What follows belongs to an exercise in optimizing a design on an open flow for a short achievable clock period and few clock cycles; a production flow would make more cautious choices. In this exercise RTL edits were held to simulation tests only and were not proved equivalent to the original. Power is estimated from default activity; no workload was simulated.

### config.mk
export PLATFORM = sky130hd
export DESIGN_NAME = rapid_cpu
export DESIGN_NICKNAME = rapid_cpu
export VERILOG_FILES = /design/flow/design.v
export SDC_FILE = /design/flow/constraint.sdc
export NUM_CORES = 4
export LEC_CHECK = 0
export CAP_MARGIN = 20
export CELL_PAD_IN_SITES_DETAIL_PLACEMENT = 1
export CELL_PAD_IN_SITES_GLOBAL_PLACEMENT = 1
export CORE_MARGIN = 2
export CORE_UTILIZATION = 35
export PLACE_DENSITY = 0.55
export SETUP_SLACK_MARGIN = 5
export SLEW_MARGIN = 20
export SYNTH_HIERARCHICAL = 1
export TNS_END_PERCENT = 20
### constraint.sdc
create_clock -name core_clock -period 8.0 [get_ports {i_clk}]
set_input_delay 1.6000 -clock core_clock [delete_from_list [all_inputs] [get_ports {i_clk}]]
set_output_delay 1.6000 -clock core_clock [all_outputs]
set_load 0.01 [all_outputs]
### design.v
`timescale 1ns/1ns
package rapid_isa_pkg;
    localparam int XLEN      = 32;
    localparam int REG_IDX_W = 4;
    localparam int IMM_W     = 16;
    typedef enum logic [3:0] {
        OP_NOP  = 4'd0,
        OP_ADD  = 4'd1,
        OP_SUB  = 4'd2,
        OP_AND  = 4'd3,
        OP_OR   = 4'd4,
        OP_XOR  = 4'd5,
        OP_SLT  = 4'd6,
        OP_ADDI = 4'd7,
        OP_LUI  = 4'd8,
        OP_LW   = 4'd9,
        OP_SW   = 4'd10,
        OP_BEQ  = 4'd11,
        OP_BNE  = 4'd12,
        OP_JAL  = 4'd13
    } opcode_e;
    typedef enum logic [2:0] {
        ALU_ADD,
        ALU_SUB,
        ALU_AND,
        ALU_OR,
        ALU_XOR,
        ALU_SLT,
        ALU_PASS_IMM
    } alu_op_e;
    typedef struct packed {
        opcode_e              opcode;
        logic [REG_IDX_W-1:0] rd;
        logic [REG_IDX_W-1:0] rs1;
        logic [REG_IDX_W-1:0] rs2;
        logic [IMM_W-1:0]     imm;
    } instr_s;
    typedef struct packed {
        logic                 valid;
        logic [XLEN-1:0]      pc;
        logic [REG_IDX_W-1:0] rd;
        logic                 rd_we;
        logic [REG_IDX_W-1:0] rs1;
        logic [REG_IDX_W-1:0] rs2;
        alu_op_e              alu_op;
        logic                 use_imm;
        logic                 is_load;
        logic                 is_store;
        logic                 is_branch_eq;
        logic                 is_branch_ne;
        logic                 is_jal;
        logic [XLEN-1:0]      imm;
    } decode_s;
    typedef struct packed {
        logic                 valid;
        logic [REG_IDX_W-1:0] rd;
        logic                 rd_we;
        logic [XLEN-1:0]      result;
        logic [XLEN-1:0]      store_data;
        logic                 is_load;
        logic                 is_store;
    } exec_s;
endpackage
`timescale 1ns/1ns
package rapid_bus_pkg;
    localparam int XLEN = 32;
    typedef struct packed {
        logic            cyc;
        logic            stb;
        logic            we;
        logic [XLEN-1:0] adr;
        logic [XLEN-1:0] dat;
    } wb_m2s_s;
    typedef struct packed {
        logic            ack;
        logic [XLEN-1:0] dat;
    } wb_s2m_s;
endpackage
`timescale 1ns/1ns
`timescale 1ns/1ns
`timescale 1ns/1ns
import rapid_isa_pkg::*;
module rapid_regfile (
    input  logic                 i_clk,
    input  logic                 i_arst_n,
    input  logic [15:0]          i_hot0,
    input  logic [15:0]          i_hot1,
    input  logic [15:0]          i_hot2,
    input  logic [15:0]          i_hot3,
    input  logic                 i_wa_en,
    input  logic [REG_IDX_W-1:0] i_wa_idx,
    input  logic [XLEN-1:0]      i_wa_data,
    input  logic [15:0]          i_wb_en,
    input  logic [XLEN-1:0]      i_wb_data,
    output logic [XLEN-1:0]      o_data0,
    output logic [XLEN-1:0]      o_data1,
    output logic [XLEN-1:0]      o_data2,
    output logic [XLEN-1:0]      o_data3
);
    logic [XLEN-1:0] regs [1:2**REG_IDX_W-1];
    always_ff @(posedge i_clk or negedge i_arst_n) begin
        if (!i_arst_n) begin
            for (int i = 1; i < 2**REG_IDX_W; i++) begin
                regs[i] <= '0;
            end
        end else begin
            for (int i = 1; i < 2**REG_IDX_W; i++) begin
                if (i_wb_en[i]) begin
                    regs[i] <= i_wb_data;
                end else if (i_wa_en && (i_wa_idx == REG_IDX_W'(i))) begin
                    regs[i] <= i_wa_data;
                end
            end
        end
    end
    always_comb begin
        o_data0 = '0;
        o_data1 = '0;
        o_data2 = '0;
        o_data3 = '0;
        for (int i = 1; i < 2**REG_IDX_W; i++) begin
            o_data0 = o_data0 | (regs[i] & {XLEN{i_hot0[i]}});
            o_data1 = o_data1 | (regs[i] & {XLEN{i_hot1[i]}});
            o_data2 = o_data2 | (regs[i] & {XLEN{i_hot2[i]}});
            o_data3 = o_data3 | (regs[i] & {XLEN{i_hot3[i]}});
        end
    end
endmodule
`timescale 1ns/1ns
module rapid_ks_add #(parameter int W = 32, parameter int L = 5) (
    input  logic [W-1:0] i_a,
    input  logic [W-1:0] i_b,
    input  logic         i_c,
    output logic [W-1:0] o_s
);
    logic [W-1:0] g [L+1];
    logic [W-1:0] p [L+1];
    logic [W-1:0] x;
    assign x = i_a ^ i_b;
    assign g[0] = (i_a & i_b) | {{(W-1){1'b0}}, i_c & x[0]};
    assign p[0] = x;
    for (genvar l = 0; l < L; l++) begin : g_lvl
        for (genvar i = 0; i < W; i++) begin : g_bit
            if (i >= (1 << l)) begin : g_op
                assign g[l+1][i] = g[l][i] | (p[l][i] & g[l][i - (1 << l)]);
                assign p[l+1][i] = p[l][i] & p[l][i - (1 << l)];
            end else begin : g_pass
                assign g[l+1][i] = g[l][i];
                assign p[l+1][i] = p[l][i];
            end
        end
    end
    assign o_s = x ^ {g[L][W-2:0], i_c};
endmodule
`timescale 1ns/1ns
module rapid_mux2 #(
    parameter int W = 32
) (
    input  logic         i_sel,
    input  logic [W-1:0] i_a,
    input  logic [W-1:0] i_b,
    output logic [W-1:0] o_y
);
    assign o_y = i_sel ? i_a : i_b;
endmodule
module rapid_mux4oh #(
    parameter int W = 32
) (
    input  logic [3:0]   i_sel,
    input  logic [W-1:0] i_a3,
    input  logic [W-1:0] i_a2,
    input  logic [W-1:0] i_a1,
    input  logic [W-1:0] i_a0,
    output logic [W-1:0] o_y
);
    assign o_y = ({W{i_sel[3]}} & i_a3) | ({W{i_sel[2]}} & i_a2) |
                 ({W{i_sel[1]}} & i_a1) | ({W{i_sel[0]}} & i_a0);
endmodule
`timescale 1ns/1ns
import rapid_isa_pkg::*;
import rapid_bus_pkg::*;
module rapid_cpu #(
    parameter logic [XLEN-1:0] RESET_PC = '0,
    parameter int              QDEPTH   = 3
) (
    input  logic            i_clk,
    input  logic            i_arst_n,
    output logic [XLEN-1:0] o_imem_addr,
    input  logic [XLEN-1:0] i_imem_data,
    output logic            o_wb_cyc,
    output logic            o_wb_stb,
    output logic            o_wb_we,
    output logic [XLEN-1:0] o_wb_adr,
    output logic [XLEN-1:0] o_wb_dat,
    input  logic            i_wb_ack,
    input  logic [XLEN-1:0] i_wb_dat
);
    logic [XLEN-1:0]      pc_q;
    logic                 d_valid;
    logic [XLEN-1:0]      d_ir;
    logic                 d_pred;
    logic                 d_far;
    logic                 d_farfix;
    logic [XLEN-1:0]      d_target;
    logic [XLEN-1:0]      d_pc;
    logic [15:0]          d_rs1h;
    logic [15:0]          d_rs2h;
    logic [15:0]          d_rdh;
    logic [XLEN-1:0]      d_op1;
    logic [XLEN-1:0]      d_op2;
    logic                 e_valid;
    logic                 e_early;
    logic                 e_wr;
    logic [REG_IDX_W-1:0] e_rd;
    logic                 e_lw;
    logic                 e_sw;
    logic                 e_br;
    logic                 e_bne;
    logic                 e_pred;
    logic                 e_neg;
    logic                 e_and;
    logic                 e_or;
    logic                 e_xor;
    logic                 e_slt;
    logic [XLEN-1:0]      e_a;
    logic [XLEN-1:0]      e_b;
    logic [XLEN-1:0]      e_sd;
    logic [XLEN-1:0]      e_alt;
    logic                 w_we;
    logic [REG_IDX_W-1:0] w_rd;
    logic [XLEN-1:0]      w_res;
    logic [15:0]          pend_q;
    logic [QDEPTH-1:0]    qv;
    logic                 qwe  [QDEPTH];
    logic [XLEN-1:0]      qadr [QDEPTH];
    logic [XLEN-1:0]      qdat [QDEPTH];
    logic [15:0]          qhot [QDEPTH];
    logic                 stall;
    logic                 d_redir;
    logic                 flush;
    logic [XLEN-1:0]      alu_res;
    logic [3:0]      f_op;
    logic            f_same;
    logic            f_back;
    logic            f_pred;
    logic            f_loop;
    logic            f_go;
    logic [XLEN-1:0] pc_base;
    logic [XLEN-1:0] pc_nxt;
    logic            f_lz;
    logic            f_zero;
    logic [XLEN-1:0] z_b;
    logic [XLEN-1:0] z_x;
    logic [16:0]     f_lo;
    logic            f_near;
    logic            f_take;
    logic [XLEN-1:0] pc_inc;
    logic [REG_IDX_W-1:0] n_rs1;
    logic [REG_IDX_W-1:0] n_rs2;
    logic [XLEN-1:0]      f_op1;
    logic [XLEN-1:0]      f_op2;
    logic [3:0]           d_op;
    logic [REG_IDX_W-1:0] d_rd;
    logic [REG_IDX_W-1:0] d_rs1;
    logic [REG_IDX_W-1:0] d_rs2;
    logic [XLEN-1:0]      d_simm;
    logic                 d_rr;
    logic                 d_addi;
    logic                 d_lui;
    logic                 d_lw;
    logic                 d_sw;
    logic                 d_br;
    logic                 d_jal;
    logic                 d_use1;
    logic                 d_neg;
    logic [XLEN-1:0]      d_pc1;
    logic [XLEN-1:0]      d_alt;
    logic                 d_use2;
    logic                 d_wr;
    logic                 d_mem;
    logic                 q_room;
    logic                 issue;
    logic                 byp1;
    logic                 byp2;
    logic [XLEN-1:0]      rs1_e;
    logic [XLEN-1:0]      rs2_e;
    logic [XLEN-1:0]      a_base;
    logic [XLEN-1:0]      b_base;
    logic                 a_byp;
    logic                 b_byp;
    logic e_late;
    logic        ack_v;
    logic [15:0] ld_done;
    logic [15:0] pend_now;
    logic        stall_q;
    logic ldb1;
    logic ldb2;
    logic            a_ld;
    logic            b_ld;
    logic            e_arith;
    logic            d_cmp_rf;
    logic            d_cmp_sum;
    logic            d_res;
    logic            d_eq;
    logic            d_early;
    logic [XLEN-1:0] d_adr;
    logic [XLEN-1:0] e_sum;
    logic            e_lt;
    logic            e_eq;
    logic            e_taken;
    logic [XLEN-1:0] e_dif;
    logic              enq;
    logic              pop;
    logic [QDEPTH-1:0] qv_pop;
    logic [QDEPTH-1:0] qv_nxt;
    logic                 enq_d;
    logic                 n_we;
    logic [XLEN-1:0]      n_adr;
    logic [XLEN-1:0]      n_dat;
    logic [REG_IDX_W-1:0] n_rd;
    assign o_imem_addr = pc_q;
    assign f_op   = i_imem_data[31:28];
    assign f_same = i_imem_data[23:20] == i_imem_data[19:16];
    assign f_back = i_imem_data[15];
    assign f_loop = f_lz & (((i_imem_data[23:20] == d_rd) & (i_imem_data[19:16] == '0)) |
                            ((i_imem_data[19:16] == d_rd) & (i_imem_data[23:20] == '0)));
    logic f_pz;
    logic f_pnz;
    assign f_pz   = (f_op == OP_JAL) |
                    ((f_op == OP_BEQ) & (f_loop | f_same | f_back)) |
                    ((f_op == OP_BNE) & ~f_loop & ~f_same);
    assign f_pnz  = (f_op == OP_JAL) |
                    ((f_op == OP_BEQ) & ~f_loop & (f_same | f_back)) |
                    ((f_op == OP_BNE) & (f_loop | ~f_same));
    rapid_mux2 #(.W(1)) u_fpred (.i_sel(f_zero), .i_a(f_pz), .i_b(f_pnz), .o_y(f_pred));
    assign f_lo   = {1'b0, pc_q[15:0]} + {1'b0, i_imem_data[15:0]};
    assign f_near = f_lo[16] == f_back;
    assign f_take = f_pred;
    assign pc_inc = pc_q + 32'd1;
    always_comb begin
        if (d_farfix) begin
            pc_base = d_target;
        end else if (stall) begin
            pc_base = pc_q;
        end else begin
            pc_base = pc_inc;
        end
    end
    logic            f_ok;
    assign f_ok = ~d_farfix & ~stall;
    rapid_mux2 #(.W(1)) u_fgo (.i_sel(f_zero), .i_a(f_pz & f_ok), .i_b(f_pnz & f_ok), .o_y(f_go));
    logic [3:0] pc_sel;
    assign pc_sel[3] = flush;
    assign pc_sel[2] = d_redir & ~flush;
    assign pc_sel[1] = f_go & ~d_redir & ~flush;
    assign pc_sel[0] = ~f_go & ~d_redir & ~flush;
    rapid_mux4oh u_pcsel (
        .i_sel(pc_sel),
        .i_a3 (e_alt),
        .i_a2 (d_alt),
        .i_a1 ({pc_q[XLEN-1:16], f_lo[15:0]}),
        .i_a0 (pc_base),
        .o_y  (pc_nxt)
    );
    always_ff @(posedge i_clk or negedge i_arst_n) begin
        if (!i_arst_n) begin
            pc_q    <= RESET_PC;
            d_valid <= 1'b0;
            d_ir    <= '0;
            d_rs1h  <= '0;
            d_rs2h  <= '0;
            d_rdh   <= '0;
            d_pred  <= 1'b0;
            d_far   <= 1'b0;
        end else begin
            pc_q <= pc_nxt;
            if (flush | d_redir | d_farfix) begin
                d_valid <= 1'b0;
            end else if (!stall) begin
                d_valid <= 1'b1;
            end
            if (!stall) begin
                d_ir   <= i_imem_data;
                d_rs1h <= 16'h1 << i_imem_data[23:20];
                d_rs2h <= 16'h1 << i_imem_data[19:16];
                d_rdh  <= 16'h1 << i_imem_data[27:24];
                d_pred <= f_take;
                d_far  <= f_take & ~f_near;
            end
        end
    end
    always_ff @(posedge i_clk) begin
        if (!stall) begin
            d_pc <= pc_q;
        end
    end
    logic [REG_IDX_W-1:0] f_rs  [4];
    logic [XLEN-1:0]      f_rf  [4];
    logic [XLEN-1:0]      f_val [4];
    assign f_rs[0] = i_imem_data[23:20];
    assign f_rs[1] = i_imem_data[19:16];
    assign f_rs[2] = d_ir[23:20];
    assign f_rs[3] = d_ir[19:16];
    logic [3:0] f_hite;
    always_comb begin
        for (int k = 0; k < 4; k++) begin
            f_hite[k] = e_valid & e_wr & (e_rd == f_rs[k]);
            if (ack_v && qhot[0][f_rs[k]]) begin
                f_val[k] = i_wb_dat;
            end else if (w_we && (w_rd == f_rs[k])) begin
                f_val[k] = w_res;
            end else begin
                f_val[k] = f_rf[k];
            end
        end
    end
    assign n_rs1 = stall ? f_rs[2] : f_rs[0];
    assign n_rs2 = stall ? f_rs[3] : f_rs[1];
    logic [XLEN-1:0] f_old1;
    logic [XLEN-1:0] f_old2;
    rapid_mux2 u_fsel1 (.i_sel(stall), .i_a(f_val[2]), .i_b(f_val[0]), .o_y(f_old1));
    rapid_mux2 u_fsel2 (.i_sel(stall), .i_a(f_val[3]), .i_b(f_val[1]), .o_y(f_old2));
    logic [1:0] f_hs;
    rapid_mux2 #(.W(2)) u_fhit (.i_sel(stall), .i_a(f_hite[3:2]), .i_b(f_hite[1:0]), .o_y(f_hs));
    rapid_mux2 u_fexe1 (.i_sel(f_hs[0]), .i_a(alu_res), .i_b(f_old1), .o_y(f_op1));
    rapid_mux2 u_fexe2 (.i_sel(f_hs[1]), .i_a(alu_res), .i_b(f_old2), .o_y(f_op2));
    always_ff @(posedge i_clk) begin
        d_op1 <= f_op1;
        d_op2 <= f_op2;
    end
    always_ff @(posedge i_clk or negedge i_arst_n) begin
        if (!i_arst_n) begin
            byp1  <= 1'b0;
            byp2  <= 1'b0;
        end else begin
            byp1  <= issue & d_wr & ~d_lw & (d_rd == n_rs1);
            byp2  <= issue & d_wr & ~d_lw & (d_rd == n_rs2);
        end
    end
    assign d_op   = d_ir[31:28];
    assign d_rd   = d_ir[27:24];
    assign d_rs1  = d_ir[23:20];
    assign d_rs2  = d_ir[19:16];
    assign d_simm = {{(XLEN-IMM_W){d_ir[IMM_W-1]}}, d_ir[IMM_W-1:0]};
    assign d_rr   = (d_op >= OP_ADD) && (d_op <= OP_SLT);
    assign d_addi = d_op == OP_ADDI;
    assign d_lui  = d_op == OP_LUI;
    assign d_lw   = d_op == OP_LW;
    assign d_sw   = d_op == OP_SW;
    assign d_br   = (d_op == OP_BEQ) || (d_op == OP_BNE);
    assign d_jal  = d_op == OP_JAL;
    assign d_use1 = d_rr | d_addi | d_lw | d_sw | d_br;
    assign d_use2 = d_rr | d_sw | d_br;
    assign d_wr   = (d_rr | d_addi | d_lui | d_lw | d_jal) & (d_rd != '0);
    assign d_mem  = d_lw | d_sw;
    assign d_neg  = d_op == OP_SUB;
    assign d_pc1  = d_pc + 32'd1;
    assign d_target = d_pc + d_simm;
    assign d_alt    = d_pred ? d_pc1 : d_target;
    assign d_farfix = d_valid & d_far & ~stall;
    assign z_b    = d_simm;
    assign z_x    = d_op1 ^ z_b;
    assign f_zero = z_x == {d_op1[XLEN-2:0] | z_b[XLEN-2:0], 1'b0};
    assign f_lz   = d_valid & d_addi & (d_rd != '0) & ~byp1 & ~stall_q;
    assign e_late = e_valid & (e_lw | e_sw) & ~e_early;
    generate
        if (QDEPTH == 1) begin : g_room1
            assign q_room = ~qv[0] & ~e_late;
        end else begin : g_room
            assign q_room = e_late ? ~qv[QDEPTH-2] : ~qv[QDEPTH-1];
        end
    endgenerate
    assign ack_v    = i_wb_ack & qv[0];
    assign ld_done  = {16{ack_v}} & qhot[0];
    assign pend_now = pend_q & ~ld_done;
    assign stall_q = d_valid & ((d_use1 & |(pend_q & d_rs1h)) |
                                (d_use2 & |(pend_q & d_rs2h)) |
                                (d_wr   & |(pend_q & d_rdh))  |
                                (d_mem  & ~q_room));
    assign stall = d_valid & ((d_use1 & |(pend_now & d_rs1h)) |
                              (d_use2 & |(pend_now & d_rs2h)) |
                              (d_wr   & |(pend_q & d_rdh))  |
                              (d_mem  & ~q_room));
    assign issue = d_valid & ~stall & ~flush;
    rapid_regfile u_regfile (
        .i_clk     (i_clk),
        .i_arst_n  (i_arst_n),
        .i_hot0    (16'h1 << f_rs[0]),
        .i_hot1    (16'h1 << f_rs[1]),
        .i_hot2    (16'h1 << f_rs[2]),
        .i_hot3    (16'h1 << f_rs[3]),
        .i_wa_en   (w_we),
        .i_wa_idx  (w_rd),
        .i_wa_data (w_res),
        .i_wb_en   (ld_done),
        .i_wb_data (i_wb_dat),
        .o_data0   (f_rf[0]),
        .o_data1   (f_rf[1]),
        .o_data2   (f_rf[2]),
        .o_data3   (f_rf[3])
    );
    assign rs1_e = d_op1;
    assign rs2_e = d_op2;
    assign ldb1 = ack_v & |(qhot[0] & d_rs1h);
    assign ldb2 = ack_v & |(qhot[0] & d_rs2h);
    assign a_base = d_lui ? '0 : (d_jal ? d_pc1 : rs1_e);
    assign a_byp  = byp1 & ~d_lui & ~d_jal;
    assign a_ld   = ldb1 & ~d_lui & ~d_jal;
    assign b_base = (d_addi | d_lw | d_sw) ? d_simm :
                    d_lui ? {d_ir[IMM_W-1:0], {(XLEN-IMM_W){1'b0}}} :
                    d_jal ? '0 : rs2_e;
    assign b_byp  = byp2 & (d_rr | d_br);
    assign b_ld   = ldb2 & (d_rr | d_br);
    assign e_arith   = ~e_and & ~e_or & ~e_xor & ~e_slt;
    assign d_cmp_rf  = ~byp1 & ~byp2;
    assign d_cmp_sum = (byp1 ^ byp2) & e_arith;
    assign d_res     = d_valid & d_br & ~stall_q & (d_cmp_rf | d_cmp_sum);
    logic [XLEN-1:0] sx;
    logic [XLEN-1:0] e_sx;
    logic [XLEN-1:0] sr2;
    logic [XLEN-1:0] sg2;
    logic [XLEN-1:0] sr1;
    logic [XLEN-1:0] sg1;
    logic            eq_rf;
    logic            eq_k2;
    logic            eq_k1;
    logic            r_eq;
    logic            r_ne;
    assign sx        = e_sx;
    assign sr2       = sx ^ rs2_e;
    assign sg2       = {(~sx[XLEN-2:0] & e_a[XLEN-2:0]) | (sx[XLEN-2:0] & ~rs2_e[XLEN-2:0]), e_neg};
    assign sr1       = sx ^ rs1_e;
    assign sg1       = {(~sx[XLEN-2:0] & e_a[XLEN-2:0]) | (sx[XLEN-2:0] & ~rs1_e[XLEN-2:0]), e_neg};
    assign eq_rf     = rs1_e == rs2_e;
    assign eq_k2     = sr2 == sg2;
    assign eq_k1     = sr1 == sg1;
    assign d_eq      = d_cmp_rf ? eq_rf : (byp1 ? eq_k2 : eq_k1);
    assign r_eq      = (d_op != OP_BNE) != d_pred;
    assign r_ne      = (d_op == OP_BNE) != d_pred;
    assign d_redir   = d_res & (d_eq ? r_eq : r_ne);
    assign d_early = d_valid & d_mem & ~stall_q & ~byp1 & ~(d_sw & byp2) & ~e_late &
                     ~(e_valid & e_br);
    rapid_ks_add u_agu (
        .i_a(rs1_e),
        .i_b(d_simm),
        .i_c(1'b0),
        .o_s(d_adr)
    );
    logic [XLEN-1:0] e_a_d;
    logic [XLEN-1:0] e_b_d;
    logic [XLEN-1:0] e_sd_d;
    rapid_mux2 u_abyp (.i_sel(a_byp), .i_a(alu_res), .i_b(a_ld ? i_wb_dat : a_base), .o_y(e_a_d));
    rapid_mux2 u_bbyp (.i_sel(b_byp), .i_a(alu_res), .i_b(b_ld ? i_wb_dat : b_base), .o_y(e_b_d));
    rapid_mux2 u_sbyp (.i_sel(byp2),  .i_a(alu_res), .i_b(ldb2 ? i_wb_dat : rs2_e),  .o_y(e_sd_d));
    always_ff @(posedge i_clk or negedge i_arst_n) begin
        if (!i_arst_n) begin
            e_early <= 1'b0;
            e_valid <= 1'b0;
            e_wr    <= 1'b0;
            e_lw    <= 1'b0;
            e_sw    <= 1'b0;
            e_br    <= 1'b0;
        end else begin
            e_valid <= issue;
            e_early <= d_early;
            e_wr    <= d_wr & ~d_lw;
            e_lw    <= d_lw;
            e_sw    <= d_sw;
            e_br    <= d_br & ~d_res;
        end
    end
    always_ff @(posedge i_clk) begin
        e_rd   <= d_rd;
        e_bne  <= d_op == OP_BNE;
        e_pred <= d_pred;
        e_and  <= d_op == OP_AND;
        e_or   <= d_op == OP_OR;
        e_xor  <= d_op == OP_XOR;
        e_slt  <= d_op == OP_SLT;
        e_alt  <= d_alt;
        e_a    <= e_a_d;
        e_b    <= e_b_d;
        e_sx   <= e_a_d ^ e_b_d ^ {XLEN{d_neg}};
        e_neg  <= d_neg;
        e_sd   <= e_sd_d;
    end
    rapid_ks_add u_add (
        .i_a(e_a),
        .i_b(e_b),
        .i_c(1'b0),
        .o_s(e_sum)
    );
    rapid_ks_add u_sub (
        .i_a(e_a),
        .i_b(~e_b),
        .i_c(1'b1),
        .o_s(e_dif)
    );
    assign e_lt  = (e_a[XLEN-1] ^ e_b[XLEN-1]) ? e_a[XLEN-1] : e_dif[XLEN-1];
    assign alu_res = ({XLEN{e_and}}   & (e_a & e_b)) |
                     ({XLEN{e_or}}    & (e_a | e_b)) |
                     ({XLEN{e_xor}}   & (e_a ^ e_b)) |
                     {{(XLEN-1){1'b0}}, e_slt & e_lt} |
                     ({XLEN{e_neg}}   & e_dif) |
                     ({XLEN{e_arith & ~e_neg}} & e_sum);
    assign e_eq    = e_a == e_b;
    assign e_taken = e_bne ? ~e_eq : e_eq;
    assign flush   = e_valid & e_br & (e_taken != e_pred);
    always_ff @(posedge i_clk or negedge i_arst_n) begin
        if (!i_arst_n) begin
            w_we <= 1'b0;
        end else begin
            w_we <= e_valid & e_wr;
        end
    end
    always_ff @(posedge i_clk) begin
        w_rd  <= e_rd;
        w_res <= alu_res;
    end
    always_ff @(posedge i_clk or negedge i_arst_n) begin
        if (!i_arst_n) begin
            pend_q <= '0;
        end else begin
            for (int r = 1; r < 16; r++) begin
                if (issue && d_lw && (d_rd == REG_IDX_W'(r))) begin
                    pend_q[r] <= 1'b1;
                end else if (ld_done[r]) begin
                    pend_q[r] <= 1'b0;
                end
            end
        end
    end
    assign enq_d = d_early;
    assign enq   = e_late | enq_d;
    assign n_we  = e_late ? e_sw  : d_sw;
    assign n_adr = e_late ? e_sum : d_adr;
    assign n_dat = e_late ? e_sd  : rs2_e;
    assign n_rd  = e_late ? e_rd  : d_rd;
    assign pop = qv[0] & i_wb_ack;
    always_comb begin
        for (int i = 0; i < QDEPTH; i++) begin
            qv_pop[i] = pop ? ((i + 1 < QDEPTH) ? qv[(i + 1) % QDEPTH] : 1'b0) : qv[i];
        end
        for (int i = 0; i < QDEPTH; i++) begin
            qv_nxt[i] = qv_pop[i] | (enq & ((i == 0) ? 1'b1 : qv_pop[(i + QDEPTH - 1) % QDEPTH]));
        end
    end
    always_ff @(posedge i_clk or negedge i_arst_n) begin
        if (!i_arst_n) begin
            qv <= '0;
        end else begin
            qv <= qv_nxt;
        end
    end
    always_ff @(posedge i_clk) begin
        for (int i = 0; i < QDEPTH; i++) begin
            if (!qv_pop[i] && enq && ((i == 0) || qv_pop[(i + QDEPTH - 1) % QDEPTH])) begin
                qwe[i]  <= n_we;
                qadr[i] <= n_adr;
                qdat[i] <= n_dat;
                qhot[i] <= (n_we || n_rd == '0) ? 16'h0 : (16'h1 << n_rd);
            end else if (pop && (i + 1 < QDEPTH)) begin
                qwe[i]  <= qwe[(i + 1) % QDEPTH];
                qadr[i] <= qadr[(i + 1) % QDEPTH];
                qdat[i] <= qdat[(i + 1) % QDEPTH];
                qhot[i] <= qhot[(i + 1) % QDEPTH];
            end
        end
    end
    assign o_wb_cyc = qv[0];
    assign o_wb_stb = qv[0];
    assign o_wb_we  = qwe[0];
    assign o_wb_adr = qadr[0];
    assign o_wb_dat = qdat[0];
endmodule
### run.sh
#!/bin/bash
# synth_recipe.tcl (not shown) runs the flow's synth.tcl, then flattens the netlist and writes it again
# the make line also repeats each setting of config.mk as NAME=value (left out here)
make -C /OpenROAD-flow-scripts/flow DESIGN_CONFIG=/design/flow/config.mk WORK_HOME=/design/flow/orfs CLKGATE_MAP_FILE= SYNTH_SCRIPT=/design/flow/synth_recipe.tcl finish
==> flow_metrics.py, run 1 <==
metrics = {
    "final_layout": {
        "regArea_um2": 29300,
        "fillerInstances": 25954,
        "fin_nets": 9577,
        "fin_cells": 12547,
        "drive_gt1_frac": 0.189,
        "synthToLayoutAreaGrowth_pct": 20.8,
        "multi_input_area_um2": 51100,
        "final_design_area_no_fill_um2": 99000,
    },
    "clock_tree": {
        "cts_hold_buf": 0,
        "cts_root_buffer": "clkbuf_16",
        "htreeDepth": 4,
        "cts_tree": "done",
        "clk_pin_slew_worst_paths_ns": 0.07,
        "insertion_delay_ns": 0.89,
        "clock_sinks": 1167,
        "clock_path_buffers": 3,
        "numCtsBuffers": 150,
    },
    "synth": {
        "netlist_area_um2": 81900,
        "avgSynthCellArea_um2": 8.95,
        "ys_warn_count": 25,
        "syn-instance-count": 9156,
    },
    "setup_path": {
        "crit_required_ns": 8.73,
        "worstPathArrival_ns": 4.57,
        "crit_start": "e_b[0]",
        "slowest_stage": "a221o_4",
        "reg2reg_from": "e_b[0]",
        "worstPathMaxFanout": 3,
        "critPathTopFamily": "compound AO/OA/AOI/OAI gates",
        "cp-start-kind": "flip-flop",
        "crit_type": "flip-flop to flip-flop",
        "cp_num_buf_inv": 1,
        "end_kind": "flip-flop",
        "crit_chain": "inv_4, fa_2, a211o_1, a211oi_4, nor3_4, o21ai_4, o22ai_4, a41oi_4, xnor2_2, mux2_4, a221o_4, mux2_4, xnor2_2, xnor2_1",
        "crit_path_max_incr_delay_ns": 0.41,
    },
    "die": {
        "dieArea_um2": 238000,
        "ioPinCount": 166,
        "die_y_um": 488,
        "dieWidth_um": 488,
        "core_area_um2": 233000,
        "rows": 177,
        "start_util": 0.352,
    },
    "route": {
        "viasPerCell": 6.89,
        "routed-via-count": 86501,
        "first_iter_violations": 12768,
        "first_pass_iters": 14,
        "routed_wl_mm": 501,
        "postRouteAntennaNets": 0,
        "wl_per_cell_um": 39.9,
        "drcViolationCount": 0,
    },
    "placement": {
        "place_inst": 11910,
        "post-place-ws_ns": 1.22,
        "dpl_cell_area_um2": 86800,
        "gp_congestion": 0.980,
        "port_buffers": 165,
        "dp_hpwl_mm": 308,
    },
    "timing": {
        "rsz0062_at_grt": "yes",
        "clock.fmax_ghz": 0.260,
        "slew_headroom": 0.139,
        "hold_viol_final": 0,
        "clock-skew-final_ns": 0.0609,
        "setup_slack_ns": 4.16,
        "worst_slew_pin_slew_ns": 1.29,
        "setup_violations": 0,
        "tns_ns": 0,
        "fin_crit_sh": 0.480,
        "finalCriticalPeriod_ns": 3.84,
        "hold_ws_ns": 0.473,
        "slew_violations": 0,
    },
    "global_route": {
        "antenna_found_initial": 36,
        "grt_start_max_net_pins": 139,
        "first_global_vias": 84829,
        "grt_first_pass_wirelength_mm": 684,
        "grt_usage": 0.402,
        "grt-ovfl-total": 0,
    },
    "hold_path": {
        "worst_hold_path_type": "flip-flop to flip-flop",
        "worstHoldStart": "e_alt[16]",
    },
    "run": {
        "drv_cap": 0,
    },
    "power": {
        "ir_drop_mv": 0.285,
        "p_per_area_nw_per_um2": 533,
        "p_leak_nw": 37.6,
    },
    "status": {
        "run_status": "no timing/DRC/antenna violations",
    },
}
layout make-up:
class,instances,area share
antenna,24,0.000607
clock buffer,221,0.0432
clock inverter,55,0.00932
inverter,272,0.0107
multi-input combinational,6922,0.516
sequential,1167,0.296
tap,3132,0.0396
timing repair buffer,750,0.0833
timing repair inverter,4,0.000645
stage by stage:
stage | utilization | power, mW
6_report | 0.425 | 52.8
5_1_grt | 0.425 | 54.6
4_1_cts | 0.413 | 50.0
3_5_place_dp | 0.373 | 40.0
3_3_place_gp | 0.372 | 39.5
2_1_floorplan | - | 28.4
repair_timing:
| item | 4_1_cts | 5_1_grt |
|---|---|---|
| gates resized for setup | 524 | 296 |
| pin swaps | 117 | 124 |
| endpoints found under the setup margin | 1378 | 1242 |
| gates cloned | 42 | 31 |
| setup buffers | 148 | 115 |
registers in the layout, summed over array words and instances (netlist names), 32 cells and up:
signal          count
qhot               48
d_pc               32
e_sx               32
e_alt              32
e_a                32
d_op2              32
qadr               96
d_op1              32
u_regfile.regs    480
w_res              32
d_ir               32
pc_q               32
qdat               96
e_sd               32
e_b                32
cell usage in the layout, fill, tap and decap left out, types with 230 or more instances in the layout:
cell type and count:
a21oi_1 767, o21ai_0 701, dfrtp_1 597, a22oi_1 587
a31oi_1 498, nand2_1 494, nor2b_1 486, buf_4 421
nor2_1 304, xnor2_1 297, edfxtp_1 275, inv_1 246
dfxtp_1 230
worst paths after layout:
path / to / slack, ns / cells after the start
worst min-delay path: pc_q[16] / 0.47 / 2
worst max register to register: e_sx[0] / 4.16 / 14
worst min register to register: pc_q[16] / 0.47 / 2
worst max-delay path: e_sx[0] / 4.16 / 14
max in group asynchronous: u_regfile.regs[6][13] / 5.36 / 3
min in group asynchronous: u_regfile.regs[2][5] / 0.79 / 1
routing by layer:
metal | track usage | share of wire | vias to the layer above
met5 | 0.00408 | 0.00046 | -
met4 | 0.262 | 0.081 | 14
met3 | 0.115 | 0.10 | 1941
met2 | 0.601 | 0.43 | 5854
met1 | 0.505 | 0.39 | 43936
li1 | - | - | 34756
where the power goes:
| part | internal [mW] | leakage (nW) | total [mW] | switching (mW) |
|---|---|---|---|---|
| Clock | 4.13 | 2.50 | 7.28 | 3.15 |
| Sequential | 9.15 | 12.0 | 14.4 | 5.25 |
| Combinational | 12.1 | 23.1 | 31.1 | 19.0 |
| Total | 25.4 | 37.6 | 52.8 | 27.4 |
tightest hold or removal path: cells and delay by family, from the launching register on:
family,cells,cell delay (ns)
compound gates,1,0.08
flops,1,0.31
simple gates,1,0.06
Testbench counts, summed over its fixed seeds: cycles 50,606.
==> run 2, diff against run 1 <==
--- a/config.mk
+++ b/config.mk
@@ -7,3 +7,3 @@
 export LEC_CHECK = 0
-export CAP_MARGIN = 20
+export CAP_MARGIN = 30
 export CELL_PAD_IN_SITES_DETAIL_PLACEMENT = 1
@@ -11,6 +11,6 @@
 export CORE_MARGIN = 2
-export CORE_UTILIZATION = 35
-export PLACE_DENSITY = 0.55
+export CORE_UTILIZATION = 40
+export PLACE_DENSITY = 0.6
 export SETUP_SLACK_MARGIN = 5
-export SLEW_MARGIN = 20
+export SLEW_MARGIN = 30
 export SYNTH_HIERARCHICAL = 1
==> flow_metrics.py, run 2 <==
metrics = {
    "clock_tree": {
        "cts_hold_buf": 0,
        "htreeDepth": 4,
        "clock_path_buffers": 3,
        "numCtsBuffers": 145,
        "clock_sinks": 1167,
        "clk_pin_slew_worst_paths_ns": 0.07,
        "cts_tree": "done",
        "cts_root_buffer": "clkbuf_16",
        "insertion_delay_ns": 0.87,
    },
    "timing": {
        "setup_violations": 0,
        "worst_slew_pin_slew_ns": 1.08,
        "rsz0062_at_grt": "yes",
        "clock-skew-final_ns": 0.0681,
        "hold_viol_final": 0,
        "setup_slack_ns": 4.01,
        "fin_crit_sh": 0.499,
        "clock.fmax_ghz": 0.251,
        "finalCriticalPeriod_ns": 3.99,
        "slew_headroom": 0.280,
        "slew_violations": 0,
        "tns_ns": 0,
    },
    "route": {
        "first_pass_iters": 12,
        "postRouteAntennaNets": 0,
        "routed-via-count": 88422,
        "routed_wl_mm": 497,
        "wl_per_cell_um": 41.1,
        "drcViolationCount": 0,
        "first_iter_violations": 14747,
        "viasPerCell": 7.30,
    },
    "setup_path": {
        "worstPathMaxFanout": 8,
        "crit_required_ns": 8.80,
        "reg2reg_from": "e_b[30]",
        "slowest_stage": "o21ai_1",
        "crit_path_max_incr_delay_ns": 0.74,
        "crit_type": "input port to flip-flop",
        "r2r-end": "pend_q[12]",
        "critPathTopFamily": "simple AND/OR/NAND/NOR gates",
        "r2r_cells": 11,
        "worstPathArrival_ns": 4.79,
        "cp-start-kind": "input port",
        "end_kind": "flip-flop",
        "crit_chain": "buf_12, buf_8, xor2_1, nor4_1, o21ai_0, o21ai_1, and2_4, mux2_4, inv_4, nor2_4, buf_6, buf_16, a22oi_2, nand2_1",
        "cp_num_buf_inv": 5,
        "rrSetupSlack_ns": 4.01,
    },
    "die": {
        "dieArea_um2": 208000,
        "die_y_um": 457,
        "ioPinCount": 166,
        "dieWidth_um": 457,
        "core_area_um2": 204000,
        "start_util": 0.401,
        "rows": 166,
    },
    "final_layout": {
        "largest_reg_flops": 480,
        "layout_common_cells": "a21oi_1, o21ai_0, dfrtp_1",
        "layout_commonest_cell": "a21oi_1",
        "fillerInstances": 22483,
        "synthToLayoutAreaGrowth_pct": 22.0,
        "top_register": "u_regfile.regs",
        "final_design_area_no_fill_um2": 100000,
        "fin_nets": 9590,
        "top_regs": "u_regfile.regs (480), qadr (96), qdat (96)",
        "fin_cells": 12105,
        "drive_gt1_frac": 0.203,
    },
    "global_route": {
        "grt_usage": 0.449,
        "grt-ovfl-total": 0,
        "first_global_vias": 85253,
        "grt_first_pass_wirelength_mm": 675,
        "grt_start_max_net_pins": 139,
        "antenna_found_initial": 24,
    },
    "hold_path": {
        "worstHoldStart": "e_alt[20]",
        "holdPathStages": 2,
        "hold_end": "pc_q[20]",
        "worst_hold_path_type": "flip-flop to flip-flop",
    },
    "status": {
        "run_status": "no timing/DRC/antenna violations",
    },
    "power": {
        "ir_drop_mv": 0.241,
        "p_leak_nw": 38.2,
        "p_per_area_nw_per_um2": 540,
    },
    "placement": {
        "gp_congestion": 0.988,
        "place_inst": 11461,
        "dp_hpwl_mm": 296,
        "post-place-ws_ns": 1.02,
        "port_buffers": 165,
        "dpl_cell_area_um2": 86300,
    },
    "synth": {
        "syn-instance-count": 9156,
        "ys_warn_count": 25,
        "netlist_area_um2": 81900,
        "avgSynthCellArea_um2": 8.95,
    },
    "run": {
        "drv_cap": 0,
    },
}
[run 2: area by class of cell]
cell class                 instances  area, µm²  area share
multi-input combinational       6920      52100       0.521
inverter                         272       1080      0.0108
clock buffer                     204       4100      0.0411
tap                             2688       3360      0.0336
clock inverter                    62        883     0.00884
antenna                           18       45.0    0.000451
timing repair buffer             771       8990      0.0900
timing repair inverter             3       45.0    0.000451
sequential                      1167      29300       0.293
[run 2: through the flow]
stage          total power, mW  hold slack [ns]  utilization
6_report                  54.0            0.472        0.490
5_1_grt                   55.4            0.480        0.489
4_1_cts                   50.1            0.452        0.471
3_5_place_dp              39.9            0.457        0.422
2_1_floorplan             28.4            0.329            -
3_3_place_gp              39.3            0.454        0.421
[run 2: tightest hold or removal path, cell delays in order, from the launching register on]
cell     delay [ns]
dfxtp_1        0.31
a22oi_1        0.08
nand2_1        0.07
[run 2: power breakdown]
group          switching (mW)  internal (mW)
Clock                    3.10           3.94
Combinational            19.8           12.8
Sequential               5.22           9.15
[run 2: metal layers]
metal,vias up,GRT usage,share of wire
li1,34835,-,-
met1,44641,0.572,0.38
met2,6720,0.642,0.41
met3,2208,0.139,0.12
met4,18,0.325,0.091
met5,-,0.00115,0.00027
[run 2: worst max path at each step]
stage	start	to	slack (ns)	depth (start not counted)
floorplan	i_wb_ack	qadr[2][0]	3.11	6
global placement	i_wb_ack	d_op1[13]	1.09	14
detailed placement	i_wb_ack	d_op1[7]	1.02	14
CTS	i_imem_data[1]	d_far	4.12	13
global route	i_wb_ack	pc_q[14]	4.05	22
finish	i_imem_data[16]	pc_q[26]	4.01	14
[run 2: repair_timing]
| item | in CTS | in global routing |
|---|---|---|
| gates resized for setup | 655 | 475 |
| endpoints found under the setup margin | 1304 | 1145 |
| pin swaps | 102 | 173 |
| gates cloned | 47 | 38 |
| setup buffers | 150 | 122 |

[re-timing with driven ports]
In the flow no input, the clock included, has a driving cell. The finished layouts below were timed again as built, in two steps. Step 1, drivers: a clkbuf_16 drives i_clk and a buf_2 each remaining input, both assumed. Step 2 moves the port delays by t, midway between the first and last clock arrival at a register: inputs arrive t later, outputs are due t later. That takes back most of the time a late clock gives input paths. Slacks: ideal / step 1 / step 2; pairs: ideal / step 1.
run	shift t [ns]	setup slack, ns	latest minus earliest clock arrival (ns)	worst slew at a driven data input, ns
run 1	0.953	4.160 / 4.153 / 3.201	0.061 / 0.061	0.18
run 2	0.932	4.011 / 4.014 / 3.113	0.071 / 0.071	0.19
After both steps setup and hold are still met in every run listed. For run 1, which loses most, drivers alone change the setup slack by -0.007 ns; drivers and shift together by -0.959 ns.
